Context: an optimization exercise on an open-source flow, tuned for small area and a short achievable clock period. The choices shown serve that exercise and are no tape-out recipe. RTL that was checked went through simulation tests only; none was proved equivalent to the original. Power figures rest on the tool's default switching activity, not on a simulated workload.

Design spi_slave_ram_burst, start of the top module:
module spi_slave_ram_burst #(
    parameter int WIDTH     = 8,
    parameter int MEM_DEPTH = 256,
    parameter int AUTO_INC  = 1
) (
    input  logic clk,
    input  logic rst,
    input  logic SS_n,
    input  logic MOSI,
    output logic MISO,
    output logic busy,
    output logic frame_err
);
    logic             r_recv;
    logic             r_exec;
    logic             r_rdout;
    logic             r_done;
    logic             r_busy;
    logic [3:0]       r_cnt;
    logic [9:0]       r_shift;
    logic [7:0]       r_wr_addr;
    logic [7:0]       r_rd_addr;
    logic [7:0]       r_waddr;
    logic [7:0]       r_wdata;
    logic [7:0]       r_rbuf;
    logic             r_miso;
    logic             r_frame_err;
    logic [1:0]       w_cmd;
    logic [7:0]       w_payload;
    logic             w_hit;
    logic [7:0]       w_dout;
    logic             w_last;
    assign w_cmd     = r_shift[9:8];
  ...
For scale: about 2100 flip-flops, ~7 I/O pins.
Settings: LEC_CHECK=0, CAP_MARGIN=20, CORE_MARGIN=2, CORE_UTILIZATION=70, CTS_BUF_LIST=sky130_fd_sc_hd__clkbuf_8, CTS_CLUSTER_DIAMETER=50, CTS_CLUSTER_SIZE=16, SETUP_SLACK_MARGIN=2.5, SLEW_MARGIN=20, TNS_END_PERCENT=10; clock period 4.5 ns.
run.sh (not shown) runs the stock make flow with config.mk's settings and CLKGATE_MAP_FILE= SYNTH_SCRIPT=/design/flow/synth_recipe.tcl, a recipe that flattens the netlist after the stock synthesis.
Then changed:
CORE_UTILIZATION = 40   (was 70)
CTS_BUF_LIST = not set   (was sky130_fd_sc_hd__clkbuf_8)
CTS_CLUSTER_DIAMETER = not set   (was 50)
CTS_CLUSTER_SIZE = not set   (was 16)
Result: The changed run completed without violations. Non-clock buffer count decreases by 2. Clock-buffer cell count increases by 117. Wire length decreases by about 8%. Hold slack improves by 62 ps. Clock power increases by about 70%. Power increases by about 24%. Cell count increases by about 20%. Area after synthesis stays the same. Via count decreases by about 2.6%. Design area increases by about 8%.
No functional check of the RTL was part of any run of this note.


north:
Another version of the RTL of spi_slave_ram_burst (not shown whole).
Size in the first run: ~2900 cells after synthesis, roughly 2200 flip-flops, roughly 7 I/O pins, about 49000 µm² of cells after synthesis.
clock: 4.5 ns
lec_check: 0
cap_margin: 20
core_margin: 2
core_utilization: 70
cts_buf_list: sky130_fd_sc_hd__clkbuf_16
cts_cluster_diameter: 60
cts_cluster_size: 30
setup_slack_margin: 2.5
slew_margin: 20
tns_end_percent: 100
Relative to north, the following input files were edited for south:
Settings: CORE_UTILIZATION: 70 -> 80; CTS_CLUSTER_SIZE: 30 -> 24.
Findings:
r_busy as the launching element of the worst setup path was reported by south, and u_ram.r_rsel[27] by north.
On south: worst setup slack is 23 ps higher than what north gave.
As far as multi-input combinational area share is concerned, north and south perform about the same.
Comparing north and south, the lower worst hold margin was measured on north.
Compared with north, in south final critical-path share of the clock period now sits lower, flop-to-flop setup slack grew by 130 ps.
In terms of design area, south and north differ only marginally.
south reached the end of the flow, and the finished layout is clean on the timing, DRC and antenna checks.
Higher power among north and south: south
met4 as the highest routing layer actually used was reported by north, and met5 by south.
Lower length of routed met2 wiring goes to north over south.
--- input diff south..east ---
Settings: swapping 100 for 10 in TNS_END_PERCENT; swapping 24 for 30 in CTS_CLUSTER_SIZE; swapping 80 for 70 in CORE_UTILIZATION.
[summary]
- Between east and south, the final design area excluding fillers does not differ in any meaningful way.
- south reports its first element of the critical path as r_busy while east reports u_ram.r_rsel[27].
- south → east: share of flip-flops with an asynchronous set or reset comparable; switching fraction of total power was more or less identical; share of the clock period used by the worst path has increased.
- From south to east the numbers moved as follows: reported clock group power now sits lower, flip-flop and latch count after synthesis now sits at about the same level, final-report hold violation count now sits at about the same level, clock skew now sits higher.
- east vs south, startpoint-to-endpoint class of the critical path: flop to flop vs flop to output port
- Maximum net fanout on the critical path up 6 in east wrt south
[inputs] west vs east
Settings: changing CTS_CLUSTER_SIZE from 30 to 24; changing TNS_END_PERCENT from 10 to 100; changing CORE_UTILIZATION from 70 to 80; setting ABC_AREA to 1 for the first time.
### Flow results
Delta (west minus east): fraction of area in registers went down by 0.17 points; mapped cell area went up by 340 µm²; post-synthesis to final-layout area growth went down by 0.52 points; cell count after placement went up by 508.
Fraction of layout cells with a size suffix above 1: lower on west
| total CTS buffers | west vs east | about 14% higher |
Comparing clock group total power for east and west, the bigger number came from west.


spi_slave_ram_burst, a different RTL version from the one above (not shown whole).
Size in the first run: ~3200 cells after synthesis, ~49000 µm² of cells after synthesis.
// spi_slave_ram_burst
module spi_slave_ram_burst #(
    parameter int WIDTH     = 8,
    parameter int MEM_DEPTH = 256,
    parameter int AUTO_INC  = 1
) (
    input  logic clk,
    input  logic rst,
    input  logic SS_n,
    input  logic MOSI,
    output logic MISO,
    output logic busy,
    output logic frame_err
);
Settings: LEC_CHECK=0, CAP_MARGIN=50, CORE_MARGIN=2, CORE_UTILIZATION=82, CTS_BUF_LIST=sky130_fd_sc_hd__clkbuf_16, CTS_CLUSTER_DIAMETER=60, CTS_CLUSTER_SIZE=24, SETUP_SLACK_MARGIN=2.5, SLEW_MARGIN=50, TNS_END_PERCENT=100; clock period 4.5 ns.
The first run passed the timing, DRC and antenna checks.
Then changed:
==> flow/flow/run.sh (new file) <==
#!/bin/bash
# Own flow: the standard layout with extra clock tree synthesis options.
set -euo pipefail
export CTS_ARGS="-sink_clustering_enable -repair_clock_nets -dont_use_dummy_load -sink_clustering_size 24 -sink_clustering_max_diameter 60 -num_static_layers 1 -buf_list sky130_fd_sc_hd__clkbuf_16"
bash standard.sh > "$PWD/log_standard.txt" 2>&1
==> flow/standard.sh (new file) <==
#!/bin/bash
# synth_recipe.tcl (not shown) runs the flow's synth.tcl, then flattens the netlist and writes it again
# the make line also repeats each setting of config.mk as NAME=value (left out here)
make -C /OpenROAD-flow-scripts/flow DESIGN_CONFIG=/design/flow/config.mk WORK_HOME=/design/flow/orfs CLKGATE_MAP_FILE= SYNTH_SCRIPT=/design/flow/synth_recipe.tcl "${@:-finish}"
--- a/flow/config.mk
+++ b/flow/config.mk
@@ -6,5 +6,5 @@
 export NUM_CORES = 4
 export LEC_CHECK = 0
-export CAP_MARGIN = 50
+export CAP_MARGIN = 20
 export CORE_MARGIN = 2
 export CORE_UTILIZATION = 82
@@ -13,4 +13,4 @@
 export CTS_CLUSTER_SIZE = 24
 export SETUP_SLACK_MARGIN = 2.5
-export SLEW_MARGIN = 50
+export SLEW_MARGIN = 20
 export TNS_END_PERCENT = 100
removed: flow/run.sh
Clock-buffer cell count decreases by 2.
Cell area drops slightly.
Fmax goes up slightly.
Total power came out lower slightly.
Global-route usage fell by 0.82 points.
Then changed:
==> flow/run.sh (new file) <==
#!/bin/bash
# synth_recipe.tcl (not shown) runs the flow's synth.tcl, then flattens the netlist and writes it again
# the make line also repeats each setting of config.mk as NAME=value (left out here)
make -C /OpenROAD-flow-scripts/flow DESIGN_CONFIG=/design/flow/config.mk WORK_HOME=/design/flow/orfs CLKGATE_MAP_FILE= SYNTH_SCRIPT=/design/flow/synth_recipe.tcl finish
--- a/flow/config.mk
+++ b/flow/config.mk
@@ -8,6 +8,6 @@
 export CAP_MARGIN = 20
 export CORE_MARGIN = 2
-export CORE_UTILIZATION = 82
-export CTS_BUF_LIST = sky130_fd_sc_hd__clkbuf_16
+export CORE_UTILIZATION = 80
+export CTS_BUF_LIST = sky130_fd_sc_hd__clkbuf_8 sky130_fd_sc_hd__clkbuf_16
 export CTS_CLUSTER_DIAMETER = 60
 export CTS_CLUSTER_SIZE = 24
removed: flow/flow/run.sh
removed: flow/standard.sh
Result: Design area rises by about 0.4%. Core utilization falls by 1.6 points. Power rises by about 0.7%. Synthesized cell count is unchanged. Sequential share of layout area falls by 0.33 points. Synthesized area does not change. Via count rises by about 0.34%. Clock-buffer cell count rises by 1. Die area rises by about 2.5%.
Then changed:
--- a/flow/config.mk
+++ b/flow/config.mk
@@ -9,7 +9,7 @@
 export CORE_MARGIN = 2
 export CORE_UTILIZATION = 80
-export CTS_BUF_LIST = sky130_fd_sc_hd__clkbuf_8 sky130_fd_sc_hd__clkbuf_16
-export CTS_CLUSTER_DIAMETER = 60
-export CTS_CLUSTER_SIZE = 24
+export CTS_BUF_LIST = sky130_fd_sc_hd__clkbuf_16
+export CTS_CLUSTER_DIAMETER = 40
+export CTS_CLUSTER_SIZE = 20
 export SETUP_SLACK_MARGIN = 2.5
 export SLEW_MARGIN = 20
Outcome:
- This time the run died in clock tree synthesis (4_1_cts)
- synthesized area stays the same
- synthesized cell count stays the same


The RTL this note starts from:
==> flow/design.v <==
`default_nettype none
`timescale 1ns/1ps
package spi_ram_pkg;
    localparam logic [1:0] CMD_WR_ADDR = 2'b00;
    localparam logic [1:0] CMD_WR_DATA = 2'b01;
    localparam logic [1:0] CMD_RD_ADDR = 2'b10;
    localparam logic [1:0] CMD_RD_DATA = 2'b11;
endpackage
`default_nettype wire
`default_nettype none
`timescale 1ns/1ps
module spi_sp_ram #(
    parameter int WIDTH     = 8,
    parameter int MEM_DEPTH = 256
) (
    input  logic                         clk,
    input  logic                         wload,
    input  logic [7:0]                   waddr,
    input  logic [WIDTH-1:0]             wdata_n,
    input  logic [7:0]                   raddr,
    output logic                         hit,
    output logic [WIDTH-1:0]             dout
);
    logic [WIDTH-1:0] r_mem [MEM_DEPTH];
    logic             r_wen;
    logic [WIDTH-1:0] r_dout;
    always_ff @(posedge clk) begin
        r_wen  <= wload;
        r_dout <= r_mem[raddr];
        if (r_wen) r_mem[waddr] <= ~wdata_n;
    end
    assign hit  = 1'b1;
    assign dout = r_dout;
endmodule
`default_nettype wire
`default_nettype none
`timescale 1ns/1ps
module spi_slave_ram_burst #(
    parameter int WIDTH     = 8,
    parameter int MEM_DEPTH = 256,
    parameter int AUTO_INC  = 1
) (
    input  logic clk,
    input  logic rst,
    input  logic SS_n,
    input  logic MOSI,
    output logic MISO,
    output logic busy,
    output logic frame_err
);
    logic             r_recv;
    logic             r_exec;
    logic             r_rdout;
    logic             r_done;
    logic             r_busy;
    logic [3:0]       r_cnt;
    logic [9:0]       r_shift;
    logic [7:0]       r_wr_addr;
    logic [7:0]       r_rd_addr;
    logic [7:0]       r_waddr;
    logic [7:0]       r_wdata_n;
    logic [7:0]       r_rbuf;
    logic             r_miso;
    logic             r_frame_err;
    logic [1:0]       w_cmd;
    logic [7:0]       w_payload;
    logic             w_hit;
    logic [7:0]       w_dout;
    logic             w_last;
    logic             w_wload;
    assign w_cmd     = r_shift[9:8];
    assign w_payload = r_shift[7:0];
    assign w_last    = (r_cnt == 4'd9);
    assign w_wload   = r_exec && (w_cmd == spi_ram_pkg::CMD_WR_DATA);
    spi_sp_ram #(
        .WIDTH (WIDTH)
    ) u_ram (
        .clk   (clk),
        .wload (w_wload),
        .waddr (r_waddr),
        .wdata_n (r_wdata_n),
        .raddr (r_rd_addr),
        .hit   (w_hit),
        .dout  (w_dout)
    );
    always_ff @(posedge clk) begin
        r_shift <= {r_shift[8:0], MOSI};
    end
    always_ff @(posedge clk) begin
        if (!r_busy || (r_recv && w_last))
            r_cnt <= '0;
        else if (r_recv || r_rdout)
            r_cnt <= r_cnt + 1'b1;
    end
    always_ff @(posedge clk) begin
        if (w_wload) begin
            r_waddr <= r_wr_addr;
            r_wdata_n <= ~w_payload;
        end
    end
    always_ff @(posedge clk) begin
        if (r_rdout)
            r_rbuf <= {r_rbuf[6:0], 1'b0};
        else if (w_hit)
            r_rbuf <= w_dout;
    end
    always_ff @(posedge clk or posedge rst) begin
        if (rst) begin
            r_recv      <= 1'b0;
            r_exec      <= 1'b0;
            r_rdout     <= 1'b0;
            r_done      <= 1'b0;
            r_busy      <= 1'b0;
            r_wr_addr   <= '0;
            r_rd_addr   <= '0;
            r_miso      <= 1'b0;
            r_frame_err <= 1'b0;
        end else begin
            r_recv      <= (!r_busy && !SS_n) || (r_recv && !SS_n && !w_last);
            r_exec      <= r_recv && !SS_n && w_last;
            r_rdout     <= (r_exec && !SS_n && (w_cmd == spi_ram_pkg::CMD_RD_DATA)) ||
                           (r_rdout && !SS_n && (r_cnt != 4'd8));
            r_done      <= (r_exec && !SS_n && (w_cmd != spi_ram_pkg::CMD_RD_DATA)) ||
                           (r_rdout && !SS_n && (r_cnt == 4'd8)) ||
                           (r_done && !SS_n);
            r_busy      <= !SS_n;
            r_miso      <= r_rdout && !SS_n && (r_cnt != 4'd8) && r_rbuf[7];
            r_frame_err <= r_recv && SS_n;
            if (r_exec) begin
                case (w_cmd)
                    spi_ram_pkg::CMD_WR_ADDR: r_wr_addr <= w_payload;
                    spi_ram_pkg::CMD_WR_DATA: r_wr_addr <= r_wr_addr + 1'b1;
                    spi_ram_pkg::CMD_RD_ADDR: r_rd_addr <= w_payload;
                    default:                  r_rd_addr <= r_rd_addr + 1'b1;
                endcase
            end
        end
    end
    assign MISO      = r_miso;
    assign busy      = r_busy;
    assign frame_err = r_frame_err;
endmodule
`default_nettype wire
Settings: LEC_CHECK=0, CAP_MARGIN=20, CORE_MARGIN=2, CORE_UTILIZATION=70, CTS_BUF_LIST=sky130_fd_sc_hd__clkbuf_16, CTS_CLUSTER_DIAMETER=60, CTS_CLUSTER_SIZE=24, SETUP_SLACK_MARGIN=2.5, SLEW_MARGIN=20, TNS_END_PERCENT=100; clock period 4.5 ns.
Stock flow here: none of the scripts above is used.
Next try:
CORE_UTILIZATION = 82   (was 70)
Result: The new run aborted during clock tree synthesis. Synthesized cell count stays the same. Synthesized area does not change.
Next try:
CORE_UTILIZATION = 70   (was 82)
SETUP_SLACK_MARGIN = 0.5   (was 2.5)
Result: This time the run passed the timing, DRC and antenna checks; synthesized area does not change; synthesized cell count is unchanged.

[what the ideal ports hide]
No port has a modelled driver above. Below, the same layouts with a new extraction and two added sets of constraints.
Step 1 (the two cells are an assumption about what drives the block):
set clk [get_ports {clk}]
set_driving_cell -lib_cell sky130_fd_sc_hd__clkbuf_16 $clk
set_driving_cell -lib_cell sky130_fd_sc_hd__buf_2 [delete_from_list [all_inputs] $clk]
Step 2 adds t to the input delays and takes it off the output delays; t is the mean of the earliest and latest rising clock arrival at the registers after step 1. Input paths then give back, and output paths get back, about the clock's delay inside the block.
a / b / c = ideal ports / drivers / drivers and shift; a / b = the first two.
| run | t (ns) | slack for setup (ns) | worst hold slack (ns) | worst setup path after step 2 | cell pins on the clock port's net |
|---|---|---|---|---|---|
| the first run of note 1 | 0.903 | 1.999 / 1.999 / 1.999 | 0.242 / 0.197 / 0.297 | register to register | 1 |
| the second run of note 1 | 0.849 | 2.193 / 2.193 / 2.193 | 0.304 / 0.304 / 0.304 | register to register | 1 |
| north | 0.730 | 2.336 / 2.336 / 2.336 | 0.315 / 0.315 / 0.315 | register to register | 1 |
| south | 0.734 | 2.359 / 2.294 / 2.474 | 0.320 / 0.320 / 0.320 | register to register | 1 |
| east | 0.730 | 2.329 / 2.329 / 2.329 | 0.313 / 0.313 / 0.313 | register to register | 1 |
| west | 0.753 | 2.399 / 2.330 / 2.477 | 0.312 / 0.312 / 0.312 | register to register | 1 |
| the first run of note 3 | 0.745 | 2.376 / 2.308 / 2.462 | 0.307 / 0.307 / 0.307 | register to register | 1 |
| the second run of note 3 | 0.724 | 2.415 / 2.347 / 2.425 | 0.304 / 0.304 / 0.304 | register to register | 1 |
| the third run of note 3 | 0.744 | 2.372 / 2.311 / 2.372 | 0.321 / 0.321 / 0.321 | register to register | 1 |
| the first run of note 4 | 0.847 | 1.238 / 1.238 / 1.238 | 0.375 / 0.375 / 0.375 | register to register | 1 |
| the third run of note 4 | 0.851 | 0.712 / 0.712 / 0.712 | 0.365 / 0.365 / 0.365 | register to register | 1 |
After both steps every run listed still meets setup and hold.
